What follows belongs to an exercise in optimizing a design on an open flow for small area and a short achievable clock period; a production flow would make more cautious choices.
RTL that was checked went through simulation tests only; none was proved equivalent to the original.
No functional check of the RTL was part of run 2.
Power is estimated from default activity; no workload was simulated.

<file path="config.mk">
export PLATFORM = sky130hd
export DESIGN_NAME = fano_decoder
export DESIGN_NICKNAME = fano_decoder
export VERILOG_FILES = /design/flow/design.v
export SDC_FILE = /design/flow/constraint.sdc
export NUM_CORES = 4
export LEC_CHECK = 0
export CAP_MARGIN = 20
export CORE_MARGIN = 2
export CORE_UTILIZATION = 40
export CTS_BUF_LIST = sky130_fd_sc_hd__clkbuf_16
export CTS_CLUSTER_DIAMETER = 100
export CTS_CLUSTER_SIZE = 20
export PLACE_DENSITY = 0.7
export SETUP_SLACK_MARGIN = 4.5
export SLEW_MARGIN = 20
</file>
<file path="design.v">
`timescale 1ns/1ps
package fano_pkg;
    localparam int WIN_LEN  = 64;   
    localparam int CODE_MEM = 24;   
    localparam int RX_LEN   = 41;   
    localparam logic [CODE_MEM-1:0] PARITY_TAPS = 24'h9A5C37;
    localparam int S_INIT     = 0;
    localparam int S_IDLE     = 1;
    localparam int S_METRIC   = 2;
    localparam int S_FORWARD  = 3;
    localparam int S_BACKWARD = 4;
endpackage
`timescale 1ns/1ps
`timescale 1ns/1ps
`timescale 1ns/1ps
`timescale 1ns/1ps
`timescale 1ns/1ps
module fano_decoder (
    input  logic       clk,
    input  logic       nlocal_rst,
    input  logic       i_vld,
    input  logic [1:0] i_branch,
    output logic       o_vld,
    output logic       o_dec_sym
);
    localparam int W = fano_pkg::WIN_LEN;
    localparam int R = fano_pkg::RX_LEN;
    localparam int M = fano_pkg::CODE_MEM;
    logic [R-1:0]   rx_d_q;      
    logic [R-1:0]   rx_p_q;      
    logic [R-1:0]   worse_q;
    logic [W-1:0]   dec_q;
    logic [M:0]     hist_q;      
    logic [R-1:0]   worse_n;
    logic [W-1:0]   dec_n;
    logic [M:0]     hist_n;
    logic [4:0]   state_q;       
    logic [4:0]   state_n;
    logic signed [13:0] tq_q;        
    logic signed [15:0] mc_q;
    logic signed [15:0] mp_q;
    logic signed [15:0] ms;          
    logic signed [15:0] mp_back;     
    logic         ms_vld_q;
    logic         mp_vld_q;
    logic         calc_back_q;
    logic         norm_en_q;
    logic [7:0]   fwd_cnt_q;
    logic         t_up;
    logic         t_down;
    logic         metric_norm;
    logic         calc_fwd;
    logic         mv_fwd;
    logic         mv_back;
    logic         mv_invert;
    logic         mv_clear;
    logic         ms_ge_t_q;     
    logic         mp_ge_t_q;     
    logic         mc_lt_tp_q;    
    logic signed [16:0] d_q;     
    logic         ms_ge_t;
    logic         mpb_ge_t;
    logic         t_norm_q;      
    logic         worse_f_q;     
    logic         fenc_vld_q;
    logic         benc_vld_q;
    logic         fbm_vld_q;
    logic         bbm_vld_q;
    logic         tap_q;         
    logic         v_rx_d_q;      
    logic         v_rx_p_q;
    logic         v_worse_q;
    logic         bm_pos_q;      
    logic         bm_n18_q;      
    logic         sym_q;         
    logic [R:0]   dp;            
    logic [7:0]   plo_q;
    logic [5:0]   phi_q;
    logic [R-1:0] rsel;          
    logic         r_rx_d, r_rx_p, r_worse;
    logic         v_eq;
    logic         sat;           
    logic         p39;
    logic         p38;
    assign sat = dp[40];
    assign p39 = dp[39];
    assign p38 = dp[38];
    always_comb begin
        for (int i = 0; i <= R; i++) dp[i] = plo_q[i % 8] & phi_q[i / 8];
        for (int i = 0; i < R; i++) rsel[i] = calc_back_q ? dp[i] : dp[i+1];
    end
    always_comb begin
        r_rx_d = 1'b0; r_rx_p = 1'b0; r_worse = 1'b0;
        for (int i = 0; i < R; i++) begin
            r_rx_d  = r_rx_d  | (rsel[i] & rx_d_q[i]);
            r_rx_p  = r_rx_p  | (rsel[i] & rx_p_q[i]);
            r_worse = r_worse | (rsel[i] & worse_q[i]);
        end
    end
    always_ff @(posedge clk) begin
        if (!nlocal_rst) begin
            fenc_vld_q <= 1'b0;
            benc_vld_q <= 1'b0;
            fbm_vld_q  <= 1'b0;
            bbm_vld_q  <= 1'b0;
        end else begin
            fenc_vld_q <= calc_fwd;
            benc_vld_q <= calc_back_q;
            fbm_vld_q  <= fenc_vld_q;
            bbm_vld_q  <= benc_vld_q;
        end
    end
    always_ff @(posedge clk) begin
        tap_q <= calc_back_q ? ^(hist_q[M:1] & fano_pkg::PARITY_TAPS)
                             : ^(hist_q[M-1:0] & fano_pkg::PARITY_TAPS);
        if (i_vld && sat) begin
            v_rx_d_q  <= calc_back_q ? rx_d_q[39] : rx_d_q[38];
            v_rx_p_q  <= calc_back_q ? rx_p_q[39] : rx_p_q[38];
            v_worse_q <= calc_back_q ? worse_q[39] : worse_q[38];
        end else begin
            v_rx_d_q  <= r_rx_d;
            v_rx_p_q  <= r_rx_p;
            v_worse_q <= calc_back_q ? r_worse : mv_invert;
        end
        if (fenc_vld_q || benc_vld_q) begin
            bm_pos_q <= v_eq & ~v_worse_q;
            bm_n18_q <= v_eq & v_worse_q;
            sym_q    <= (v_rx_d_q & (v_rx_p_q ^ tap_q)) ^ v_worse_q;
        end
    end
    assign v_eq = (v_rx_d_q == (v_rx_p_q ^ tap_q));
    function automatic logic [10:0] inc11(logic [10:0] a);
        for (int i = 0; i < 11; i++) inc11[i] = a[i] ^ &(a | (11'h7FF << i));
    endfunction
    function automatic logic [10:0] dec11(logic [10:0] a);
        for (int i = 0; i < 11; i++) dec11[i] = a[i] ^ ~|(a & ~(11'h7FF << i));
    endfunction
    function automatic logic [15:0] add_k(logic [15:0] a, logic [10:0] a_p, logic [10:0] a_m,
                                          logic [4:0] k5, logic kneg);
        logic [5:0] lo;
        lo = {1'b0, a[4:0]} + {1'b0, k5};
        add_k[4:0]  = lo[4:0];
        add_k[15:5] = (kneg == lo[5]) ? a[15:5] : (lo[5] ? a_p : a_m);
    endfunction
    logic [10:0] mc_hp, mc_hm, mp_hp, mp_hm;
    logic [15:0] ms_pos, ms_n18, ms_n8, mb_pos, mb_n18, mb_n8;
    assign mc_hp  = inc11(mc_q[15:5]);
    assign mc_hm  = dec11(mc_q[15:5]);
    assign mp_hp  = inc11(mp_q[15:5]);
    assign mp_hm  = dec11(mp_q[15:5]);
    assign ms_pos = add_k(mc_q, mc_hp, mc_hm, 5'b00010, 1'b0);    
    assign ms_n18 = add_k(mc_q, mc_hp, mc_hm, 5'b01110, 1'b1);    
    assign ms_n8  = add_k(mc_q, mc_hp, mc_hm, 5'b11000, 1'b1);    
    assign mb_pos = add_k(mp_q, mp_hp, mp_hm, 5'b11110, 1'b1);    
    assign mb_n18 = add_k(mp_q, mp_hp, mp_hm, 5'b10010, 1'b0);    
    assign mb_n8  = add_k(mp_q, mp_hp, mp_hm, 5'b01000, 1'b0);    
    assign ms  = bm_pos_q ? ms_pos : (bm_n18_q ? ms_n18 : ms_n8);
    always_comb begin
        if (fwd_cnt_q == 8'd0) mp_back = 16'sh8000;
        else if (fwd_cnt_q == 8'd1) mp_back = '0;
        else mp_back = bm_pos_q ? mb_pos : (bm_n18_q ? mb_n18 : mb_n8);
    end
    always_comb begin
        if (bm_pos_q) begin
            if (mc_q >= 16'sd32766) ms_ge_t = (d_q >= 17'sd65534);
            else ms_ge_t = (d_q >= -17'sd2);
        end else if (bm_n18_q) begin
            if (mc_q <= -16'sd32751) ms_ge_t = (d_q >= -17'sd65518);
            else ms_ge_t = (d_q >= 17'sd18);
        end else begin
            if (mc_q <= -16'sd32761) ms_ge_t = (d_q >= -17'sd65528);
            else ms_ge_t = (d_q >= 17'sd8);
        end
    end
    always_comb begin
        if (fwd_cnt_q == 8'd0) mpb_ge_t = (tq_q == -14'sd8192);
        else if (fwd_cnt_q == 8'd1) mpb_ge_t = (tq_q <= 14'sd0);
        else if (bm_pos_q) begin
            if (mp_q <= -16'sd32767) mpb_ge_t = (d_q >= -17'sd65534);
            else mpb_ge_t = (d_q >= 17'sd2);
        end else if (bm_n18_q) begin
            if (mp_q >= 16'sd32750) mpb_ge_t = (d_q >= 17'sd65518);
            else mpb_ge_t = (d_q >= -17'sd18);
        end else begin
            if (mp_q >= 16'sd32760) mpb_ge_t = (d_q >= 17'sd65528);
            else mpb_ge_t = (d_q >= -17'sd8);
        end
    end
    always_comb begin
        state_n     = state_q;
        calc_fwd    = 1'b0;
        mv_fwd      = 1'b0;
        mv_back     = 1'b0;
        mv_invert   = 1'b0;
        mv_clear    = 1'b0;
        t_up        = 1'b0;
        t_down      = 1'b0;
        metric_norm = 1'b0;
        if (state_q[fano_pkg::S_INIT]) begin
            if (i_vld) state_n = 5'b00010;
        end
        if (state_q[fano_pkg::S_IDLE]) begin
            if (norm_en_q && t_norm_q) metric_norm = 1'b1;
            if (!dp[0]) begin
                calc_fwd = 1'b1;
                mv_clear = 1'b1;
                state_n  = 5'b00100;
            end
        end
        if (state_q[fano_pkg::S_METRIC]) begin
            if (ms_vld_q) begin
                if (ms_ge_t_q) begin
                    mv_fwd  = 1'b1;
                    state_n = 5'b01000;
                end else if (!d_q[16]) begin
                    mv_back = 1'b1;
                    state_n = 5'b10000;
                end else begin
                    t_down  = 1'b1;
                    state_n = 5'b00010;
                end
            end
        end
        if (state_q[fano_pkg::S_FORWARD]) begin
            if (mc_lt_tp_q) t_up = 1'b1;
            state_n = 5'b00010;
        end
        if (state_q[fano_pkg::S_BACKWARD]) begin
            if (mp_vld_q) begin
                if (worse_f_q) begin
                    if (mp_ge_t_q) begin
                        mv_back = 1'b1;
                    end else begin
                        t_down  = 1'b1;
                        state_n = 5'b00010;
                    end
                end else begin
                    mv_invert = 1'b1;
                    calc_fwd  = 1'b1;
                    state_n   = 5'b00100;
                end
            end
        end
    end
    always_ff @(posedge clk) begin
        if (!nlocal_rst) begin
            state_q     <= 5'b00001;
            tq_q        <= '0;
            mc_q        <= '0;
            mp_q        <= 16'sh8000;
            ms_vld_q    <= 1'b0;
            mp_vld_q    <= 1'b0;
            calc_back_q <= 1'b0;
            norm_en_q   <= 1'b0;
            fwd_cnt_q   <= '0;
            t_norm_q    <= 1'b0;
        end else begin
            state_q     <= state_n;
            ms_vld_q    <= fbm_vld_q;
            mp_vld_q    <= bbm_vld_q;
            calc_back_q <= mv_back;
            if (t_down) begin
                tq_q     <= tq_q - 14'sd1;
                t_norm_q <= (tq_q == 14'sd65);
            end else if (t_up) begin
                tq_q     <= tq_q + 14'sd1;
                t_norm_q <= (tq_q == 14'sd63);
            end else if (metric_norm) begin
                tq_q     <= 14'sd32;
                t_norm_q <= 1'b0;
            end
            if (bbm_vld_q) mp_q <= mp_back;
            else if (mv_fwd) mp_q <= mc_q;
            else if (metric_norm) mp_q <= mp_q >>> 1;
            if (mv_fwd) mc_q <= ms;
            else if (mv_back) mc_q <= mp_q;
            else if (metric_norm) mc_q <= mc_q >>> 1;
            if (mv_fwd && (fwd_cnt_q != 8'hFF)) fwd_cnt_q <= fwd_cnt_q + 1'b1;
            else if (mv_back && (fwd_cnt_q != 8'h00)) fwd_cnt_q <= fwd_cnt_q - 1'b1;
            if (metric_norm) norm_en_q <= 1'b0;
            else if (state_q[fano_pkg::S_METRIC]) norm_en_q <= 1'b1;
        end
    end
    always_ff @(posedge clk) begin
        d_q        <= (fenc_vld_q ? {mc_q[15], mc_q} : {mp_q[15], mp_q}) - {tq_q[13], tq_q, 2'b00};
        ms_ge_t_q  <= ms_ge_t;
        mp_ge_t_q  <= mpb_ge_t;
        if (fbm_vld_q) mc_lt_tp_q <= (d_q <= 17'sd3) && (tq_q != 14'sh1FFF);
        worse_f_q  <= (i_vld && sat) ? worse_q[38] : r_worse;
    end
    logic [M:0]   hist_nv, hist_v;
    logic         refill;        
    logic         pm1, pz, pp1, pp2;       
    logic         p_up, p_dn;              
    logic [7:0]   plo_n;
    logic [5:0]   phi_n;
    always_comb begin
        pm1 = 1'b0; pz = 1'b0; pp1 = 1'b0; pp2 = 1'b0;
        if (i_vld) begin
            if (sat) begin
                if (mv_fwd) pm1 = 1'b1;
                else pz = 1'b1;
            end else if (mv_fwd) pz = 1'b1;
            else if (mv_back && !p39) pp2 = 1'b1;
            else pp1 = 1'b1;
        end else begin
            if (mv_fwd) pm1 = 1'b1;
            else if (mv_back && !sat) pp1 = 1'b1;
            else pz = 1'b1;
        end
        for (int i = 0; i < 8; i++)
            plo_n[i] = (pm1 & plo_q[(i + 1) % 8]) | (pz & plo_q[i]) |
                       (pp1 & plo_q[(i + 7) % 8]) | (pp2 & plo_q[(i + 6) % 8]);
        p_up  = (pp1 & plo_q[7]) | (pp2 & (plo_q[6] | plo_q[7]));
        p_dn  = pm1 & plo_q[0];
        phi_n = p_up ? {phi_q[4:0], 1'b0} : (p_dn ? {1'b0, phi_q[5:1]} : phi_q);
    end
    logic [W-1:0] dec_w;
    logic [R-1:0] worse_w;
    always_comb begin
        dec_w   = dec_q;
        worse_w = worse_q;
        for (int i = 0; i < R; i++) begin
            if (mv_fwd && dp[i+1]) dec_w[i] = sym_q;
            if ((mv_invert || mv_clear) && dp[i+1]) worse_w[i] = mv_invert;
            if (i + 2 <= R) begin
                if (mv_fwd && dp[(i + 2 <= R) ? i + 2 : R]) worse_w[i] = 1'b0;
            end
        end
    end
    assign dec_n   = i_vld ? {dec_w[W-2:0], 1'b0} : dec_w;
    assign worse_n = i_vld ? {worse_w[R-2:0], 1'b0} : worse_w;
    always_comb begin
        refill = 1'b0;
        for (int i = 0; i + 25 < W; i++) refill = refill | (dp[i] & dec_q[i+25]);
    end
    always_comb begin
        hist_nv = hist_q;
        if (mv_fwd) hist_nv = {hist_q[M-1:0], sym_q};
        else if (mv_back && !sat) hist_nv = {refill, hist_q[M:1]};
        if ((sat & ~mv_fwd) | (p39 & mv_back)) hist_nv[M] = 1'b0;
        hist_v = hist_q;
        if (mv_fwd) hist_v = sat ? {hist_q[M-2:0], sym_q, dec_q[38]} : {hist_q[M-1:0], sym_q};
        else if (sat) hist_v = {hist_q[M-1:0], dec_q[39]};
        else if (mv_back && !p39) hist_v = {refill, hist_q[M:1]};
        if (((sat | p39) & ~mv_fwd) | (p38 & mv_back)) hist_v[M] = 1'b0;
    end
    assign hist_n = i_vld ? hist_v : hist_nv;
    always_ff @(posedge clk) begin
        if (!nlocal_rst) begin
            plo_q     <= 8'd1;
            phi_q     <= 6'd1;
            dec_q     <= '0;
            worse_q   <= '0;
            hist_q    <= '0;
            o_vld     <= 1'b0;
        end else begin
            plo_q     <= plo_n;
            phi_q     <= phi_n;
            dec_q     <= dec_n;
            worse_q   <= worse_n;
            hist_q    <= hist_n;
            o_vld     <= i_vld;
        end
    end
    always_ff @(posedge clk) begin
        if (i_vld) begin
            rx_d_q    <= {rx_d_q[R-2:0], i_branch[1]};
            rx_p_q    <= {rx_p_q[R-2:0], i_branch[0]};
            o_dec_sym <= dec_q[W-1];
        end
    end
endmodule
</file>
<file path="run.sh">
#!/bin/bash
# synth_recipe.tcl (not shown) runs the flow's synth.tcl, then flattens the netlist and writes it again
# the make line also repeats each setting of config.mk as NAME=value (left out here)
make -C /OpenROAD-flow-scripts/flow DESIGN_CONFIG=/design/flow/config.mk WORK_HOME=/design/flow/orfs CLKGATE_MAP_FILE= SYNTH_SCRIPT=/design/flow/synth_recipe.tcl finish
</file>
<file path="constraint.sdc">
create_clock -name core_clock -period 7.0 [get_ports {clk}]
set_input_delay 1.4000 -clock core_clock [delete_from_list [all_inputs] [get_ports {clk}]]
set_output_delay 1.4000 -clock core_clock [all_outputs]
set_load 0.01 [all_outputs]
</file>
==> flow_metrics.env, run 1 <==
export IMPL_rr_worst_depth=10
export IMPL_fin_skew_ns=0.0277
export IMPL_min_to="rx_p_q[38]"
export IMPL_drt_pass1_iter_count=9
export IMPL_rsz0062_at_grt="yes"
export IMPL_drc=0
export IMPL_clk_pin_slew_worst_paths_ns=0.09
export IMPL_dr_first_iter_drc_count=2047
export IMPL_final_common_cell="nor2_1"
export IMPL_post_drt_wl_per_cell_microns=20.2
export IMPL_fin_crit_sh_pct=36.2
export IMPL_cap_viol_max_count=0
export IMPL_fin_crit_ns=2.54
export IMPL_ant_nets=0
export IMPL_syn_area_sq_um=17900
export IMPL_hold_start="rx_p_q[37]"
export IMPL_start_util_pct=40.6
export IMPL_yosys_area_top_type="dfxtp_1"
export IMPL_ys_seq_area_share_pct=40.9
export IMPL_die_w_microns=216
export IMPL_cts_buffers=20
export IMPL_synth_ff_type="dfxtp_1"
export IMPL_ys_types=89
export IMPL_yosysWarnings=1
export IMPL_grt_pass1_vias=15100
export IMPL_critPathKind="register to register"
export IMPL_critPathRequiredTime_ns=7.50
export IMPL_synth_area_leaders="dfxtp_1 (26%), edfxtp_1 (15%), mux2i_1 (6.2%)"
export IMPL_tightest_slew_ns=1.01
export IMPL_dieHeight_microns=216
export IMPL_vias=16200
export IMPL_critical_path_endpoint_type="register"
export IMPL_finish_instance_area_sq_um=19500
export IMPL_cts_sinks=323
export IMPL_synth_edf_count=87
export IMPL_setup_tns_ns=0
export IMPL_io_pins=7
export IMPL_cts_tree="built"
export IMPL_hold_depth=0
export IMPL_reg2reg_to="d_q[16]"
export IMPL_cts_htree_levels=1
export IMPL_syn_area_per_cell_sq_um=8.59
export IMPL_root_buffer="clkbuf_16"
export IMPL_reg2reg_from="fenc_vld_q"
export IMPL_netlist_instances=2089
export IMPL_drt_vias_per_instance=6.28
export IMPL_synth_fp_nets=2133
export IMPL_fmax_ghz=0.394
export IMPL_drt_total_wl_microns=52200
export IMPL_rows=77
export IMPL_slew_viol_final=0
export IMPL_antenna_found_initial=1
export IMPL_grt_max_degree=83
export IMPL_status="timing/DRC/antenna clean"
export IMPL_final_cell_mix="nor2_1 (234), dfxtp_1 (213), nand2_1 (168)"
export IMPL_antennaDiodeCount=0
export IMPL_setup_viol=0
export IMPL_leakage_uw=0.00714
export IMPL_synth_async_reset_ratio_pct=0
export IMPL_grt_usage_pct=21.4
export IMPL_synth_seq_cells=323
export IMPL_worstSkewPairLatency_ns=0.56
export IMPL_relSlewSlack_pct=32.6
export IMPL_p_per_area_nw_per_um2=174
export IMPL_clk_path_buf_depth=3
export IMPL_hpwl_microns=32600
export IMPL_area_delta_synth_final_pct=8.85
export IMPL_worstHoldPathType="register to register"
export IMPL_dpl_cell_area_sq_um=18300
export IMPL_holdBufCountCts=0
export IMPL_drive_gt1_share_pct=9.57
export IMPL_gp_congestion=0.884
export IMPL_crit_fanout=6
export IMPL_layout_nets=2029
export IMPL_startpoint_type="register"
export IMPL_irDropWorstVdd_uv=144
export IMPL_port_buffers=6
export IMPL_hold_violations=0
export IMPL_regToRegSetupSlack_ns=4.46
export IMPL_grt_pass1_wl_microns=81800
export IMPL_grt_overflow_total=0
export IMPL_arrival_ns=3.03
export IMPL_synth_top_cell_area_share_pct=26.3
export IMPL_dieArea_sq_um=46600
export IMPL_core_area_sq_um=44200
-- routing by layer --
metal,GRT usage (%),part of all wire [%]
met5,0,0.017
met4,8.44,3.3
met3,3.21,8.6
met2,33.7,45
met1,29.4,43
-- state kept, by name, indices dropped and copies added (netlist names), 5 cells and up --
| name | count |
|---|---|
| d_q | 16 |
| dec_q | 64 |
| fwd_cnt_q | 8 |
| hist_q | 25 |
| mc_q | 16 |
| mp_q | 16 |
| phi_q | 6 |
| plo_q | 8 |
| rx_d_q | 41 |
| rx_p_q | 41 |
| state_q | 5 |
| tq_q | 14 |
| worse_q | 41 |
-- report_power, final --
part	switching (uW)	total [uW]	internal (uW)
sequential	33.0	2000	1970
clock	669	1230	564
combinational	108	163	54.7
-- cell type report --
type | count | area [sq um]
flip-flops and latches | 323 | 7380
multi-input cells | 1545 | 10100
clock inverters | 12 | 96.3
repair buffers | 50 | 462
fillers | 4188 | 24700
clock buffers | 20 | 500
inverters | 45 | 206
well taps | 592 | 741
-- synth_stat cells (8+ instances only) --
library cell,number
inv_1,42
a22o_1,17
a21oi_1,131
o22ai_1,39
xnor2_1,33
ha_1,38
a22oi_1,41
o211a_1,23
nand4_1,34
mux2_2,22
o21ai_0,111
mux2i_1,111
a31oi_1,24
o21a_1,10
a32oi_1,21
xor2_1,12
nor3_1,45
a211oi_1,47
buf_1,23
a221oi_1,8
clkbuf_1,142
a222oi_1,10
nor2_1,235
nor4_1,13
and2_1,47
nand2_1,174
dfxtp_1,236
buf_2,16
and3_1,35
nand3_1,115
o211ai_1,9
edfxtp_1,87
-- kinds of logic (layout without fill, tap and decap cells) --
| logic type | count (synthesis) | in the layout | synth area share, % |
|---|---|---|---|
| buf+inv | 226 | 127 | 4.84 |
| simple gates | 747 | 749 | 19.6 |
| xor+xnor | 45 | 46 | 2.20 |
| compound gates | 570 | 572 | 21.7 |
| fa+ha+maj | 44 | 44 | 3.04 |
| flops | 323 | 323 | 40.9 |
| mux | 134 | 134 | 7.70 |
-- worst max-delay path, stage by stage (launching register included) --
cell and delay [ns]:
dfxtp_4 0.42, buf_12 0.12, mux2i_1 0.24, ha_2 0.24
fa_1 0.22, nor2b_2 0.06, o31a_1 0.35, o41ai_4 0.29
a31oi_1 0.17, o21ai_0 0.21, a22o_1 0.15
-- repair_timing --
item / CTS / global route
pin swaps: 3 / 8
resized for setup: 63 / 54
setup endpoints to repair: 185 / 149
setup buffers: 10 / 6
cloned: 4 / 2
-- how the worst max path moves through the flow --
| stage | from | end | slack (ns) |
|---|---|---|---|
| floorplan | i_vld | phi_q[1] | 4.30 |
| CTS | fwd_cnt_q[2] | mp_q[5] | 4.49 |
| detailed placement | i_vld | hist_q[15] | 3.25 |
| global route | fwd_cnt_q[0] | mp_q[14] | 4.40 |
| finish | fenc_vld_q | d_q[16] | 4.46 |
| global placement | i_vld | hist_q[0] | 3.34 |
-- stage by stage --
stage	util [%]	std cells	total power [uW]	hold slack, ns	worst slack, ns
5_1_grt	44.2	2587	3480	0.459	4.40
3_3_place_gp	41.4	2533	2190	0.430	3.34
2_1_floorplan	-	2089	2140	0.418	4.30
6_report	44.2	2587	3400	0.449	4.46
4_1_cts	43.5	2579	3400	0.441	4.49
3_5_place_dp	41.4	2533	2190	0.428	3.25
==> inputs of run 2 (changes only) <==
--- a/design.v
+++ b/design.v
@@ -369,5 +369,7 @@
             rx_p_q    <= {rx_p_q[R-2:0], i_branch[0]};
-            o_dec_sym <= dec_q[W-1];
         end
     end
+    always_ff @(posedge clk) begin
+        o_dec_sym <= dec_q[W-1];
+    end
 endmodule
==> run 2 against run 1 <==
  * Still clean on timing, DRC and antenna
  * Synthesized area rose by 0.71%
  * Power barely moved
  * Sequential power barely moved
==> flow_metrics.env, run 2 <==
export IMPL_status="timing/DRC/antenna clean"
export IMPL_setup_viol=0
export IMPL_rsz0062_at_grt="yes"
export IMPL_yosysWarnings=1
export IMPL_cts_buffers=20
export IMPL_gp_congestion=0.886
export IMPL_cts_tree="built"
export IMPL_top_register="dec_q"
export IMPL_grt_max_degree=83
export IMPL_root_buffer="clkbuf_16"
export IMPL_vias=16200
export IMPL_yosys_area_top_type="dfxtp_1"
export IMPL_fin_cells=2599
export IMPL_synth_area_leaders="dfxtp_1 (26%), edfxtp_1 (14%), mux2i_1 (6.6%)"
export IMPL_clk_pin_slew_worst_paths_ns=0.09
export IMPL_worstSkewPairLatency_ns=0.54
export IMPL_fin_skew_ns=0.0178
export IMPL_hold_violations=0
export IMPL_finish_instance_area_sq_um=19600
export IMPL_synth_most_common_cell="dfxtp_1"
export IMPL_synth_fp_nets=2151
export IMPL_n_fill_cell=4261
export IMPL_ys_seq_area_share_pct=40.6
export IMPL_setup_tns_ns=0
export IMPL_drt_vias_per_instance=6.24
export IMPL_dieArea_sq_um=46900
export IMPL_busiest_layer="met2"
export IMPL_synth_common_cells="dfxtp_1 (237), nor2_1 (223), nand2_1 (174), clkbuf_1 (151), a21oi_1 (132)"
export IMPL_grt_usage_pct=21.1
export IMPL_tightest_slew_ns=0.928
export IMPL_antenna_found_initial=0
export IMPL_synth_seq_cells=323
export IMPL_layout_nets=2041
export IMPL_drc=0
export IMPL_dr_first_iter_drc_count=2246
export IMPL_drt_pass1_iter_count=6
export IMPL_largest_reg_flops=64
export IMPL_final_common_cell="dfxtp_1"
export IMPL_final_cell_mix="dfxtp_1 (223), nor2_1 (222), nand2_1 (169)"
export IMPL_ant_nets=0
export IMPL_crit_fanout=12
export IMPL_relSlewSlack_pct=38.1
export IMPL_leakage_uw=0.00719
export IMPL_antennaDiodeCount=0
export IMPL_use_met2_pct=34.1
export IMPL_hpwl_microns=32500
export IMPL_met1_usage_pct=28.3
export IMPL_arrival_ns=2.90
export IMPL_syn_area_per_cell_sq_um=8.57
export IMPL_irDropWorstVdd_uv=144
export IMPL_synth_edf_count=86
export IMPL_slew_viol_final=0
export IMPL_synth_async_reset_ratio_pct=0
export IMPL_regToRegSetupSlack_ns=4.57
export IMPL_netlist_instances=2107
export IMPL_grt_use_met3_pct=2.92
export IMPL_core_area_sq_um=44400
export IMPL_grt_overflow_total=0
export IMPL_post_drt_wl_per_cell_microns=19.9
export IMPL_start_util_pct=40.7
export IMPL_rows=77
export IMPL_fmax_ghz=0.405
export IMPL_dpl_cell_area_sq_um=18400
export IMPL_critPathRequiredTime_ns=7.43
export IMPL_port_buffers=6
export IMPL_cap_viol_max_count=0
export IMPL_io_pins=7
export IMPL_fin_crit_ns=2.47
export IMPL_drt_total_wl_microns=51700
export IMPL_grt_pass1_wl_microns=81700
export IMPL_clk_path_buf_depth=3
export IMPL_syn_area_sq_um=18100
export IMPL_drive_gt1_share_pct=9.12
export IMPL_grt_pass1_vias=15400
export IMPL_worstHoldPathType="register to register"
export IMPL_fin_crit_sh_pct=35.2
export IMPL_die_w_microns=217
export IMPL_area_delta_synth_final_pct=8.23
export IMPL_startpoint_type="input pin"
export IMPL_critical_path_endpoint_type="register"
export IMPL_dieHeight_microns=217
export IMPL_cts_htree_levels=1
export IMPL_ys_types=92
export IMPL_synth_ff_type="dfxtp_1"
export IMPL_place_inst=2542
export IMPL_synth_top_cell_area_share_pct=26.3
export IMPL_critPathKind="input pin to register"
export IMPL_cts_sinks=323
export IMPL_p_per_area_nw_per_um2=174
==> run 2: changes by cell type after synthesis, moves of 8 or more <==
cell	change
nor2b_1	+8
clkbuf_1	+9
a211oi_1	+11
nand3_1	+9
nor2_1	-12
a22oi_1	-13
mux2i_1	+8
o21ai_0	+18
a31oi_1	-12
==> run 2: path summary, 6_finish.rpt <==
check                  start   endpoint  depth (start not counted)
setup reg to reg  state_q[2]   plo_q[1]                          7
hold / removal     dec_q[63]  o_dec_sym                          0
hold reg to reg    dec_q[63]  o_dec_sym                          0
setup / recovery       i_vld  v_worse_q                          8
==> run 2: routing by layer <==
layer / vias up / share of wire, %
li1: 7552 / -
met1: 7797 / 43
met2: 741 / 46
met3: 125 / 8.1
met4: 0 / 3.3
met5: - / 0
==> run 2: area by class of cell <==
cell class	count	area (sq um)	area share [%]
clock buffers	21	526	2.69
clock inverters	11	52.6	0.269
multi-input cells	1553	10100	51.8
well taps	592	741	3.79
repair buffers	56	562	2.87
inverters	43	189	0.966
flip-flops and latches	323	7350	37.6
==> run 2: stage by stage <==
stage                     power [uW]  util (%)  hold slack [ns]  setup slack (ns)
after global placement          2210      41.4            0.369              3.10
after floorplan                 2150         -            0.350              4.48
final                           3390      44.0            0.373              4.53
after CTS                       3410      43.3            0.373              4.50
after detailed placement        2220      41.4            0.365              3.02
after global routing            3500      44.0            0.389              4.41
==> run 2: power by group <==
group	switching [uW]	total [uW]	internal, uW
sequential	36.7	2000	1970
combinational	117	186	68.7
clock	656	1200	546
==> run 2: repair_timing <==
| action | in CTS | in global routing |
|---|---|---|
| pin swaps | 2 | 14 |
| setup endpoints to repair | 175 | 106 |
| buffers inserted | 6 | 14 |
| hold buffers | 0 | 0 |
| cloned | 2 | 2 |
| resized for setup | 56 | 45 |
==> run 2: worst max-delay path, cell delays in order <==
cell       delay [ns]
clkbuf_16        0.15
and3_4           0.24
buf_12           0.15
a21oi_2          0.10
nand4_1          0.12
nor4_2           0.28
nand4_1          0.25
o2bb2ai_2        0.20
==> run 2: cell families after synthesis <==
| group | after synthesis | synth area share [%] |
|---|---|---|
| DFF | 323 | 40.6 |
| AOI/OAI and AO/OA | 581 | 21.9 |
| adders and majority gates | 44 | 3.02 |
| and+or+nand+nor | 741 | 19.3 |
| buffers and inverters | 232 | 4.97 |
| xor gates and xnor gates | 41 | 1.99 |
| muxes | 145 | 8.28 |

-- afterwards: timing with drivers on the ports --
How much do the figures lean on ideal ports? The routed layouts below were timed once more, with nothing changed but the port constraints. Step 1 sets driving cells, clkbuf_16 on the clock port and buf_2 on the other inputs (assumed; they add their load-dependent delay and slew). Step 2 moves the port delays by t, midway between the first and last clock arrival at a register: inputs arrive t later, outputs are due t later. That takes back most of the time a late clock gives input paths. Three values: ideal, step 1, step 2; two values: the first two.
run | t (ns) | slack for setup (ns) | worst setup path after step 2 | pins driven straight from the clock port
run 1 | 0.598 | 4.464 / 4.423 / 3.825 | input to register | 1
run 2 | 0.586 | 4.533 / 4.484 / 3.898 | input to register | 1
After both steps setup and hold are still met in every run listed. The setup slack of run 1, which loses most, moves by -0.041 ns with the drivers and by -0.639 ns with both steps.
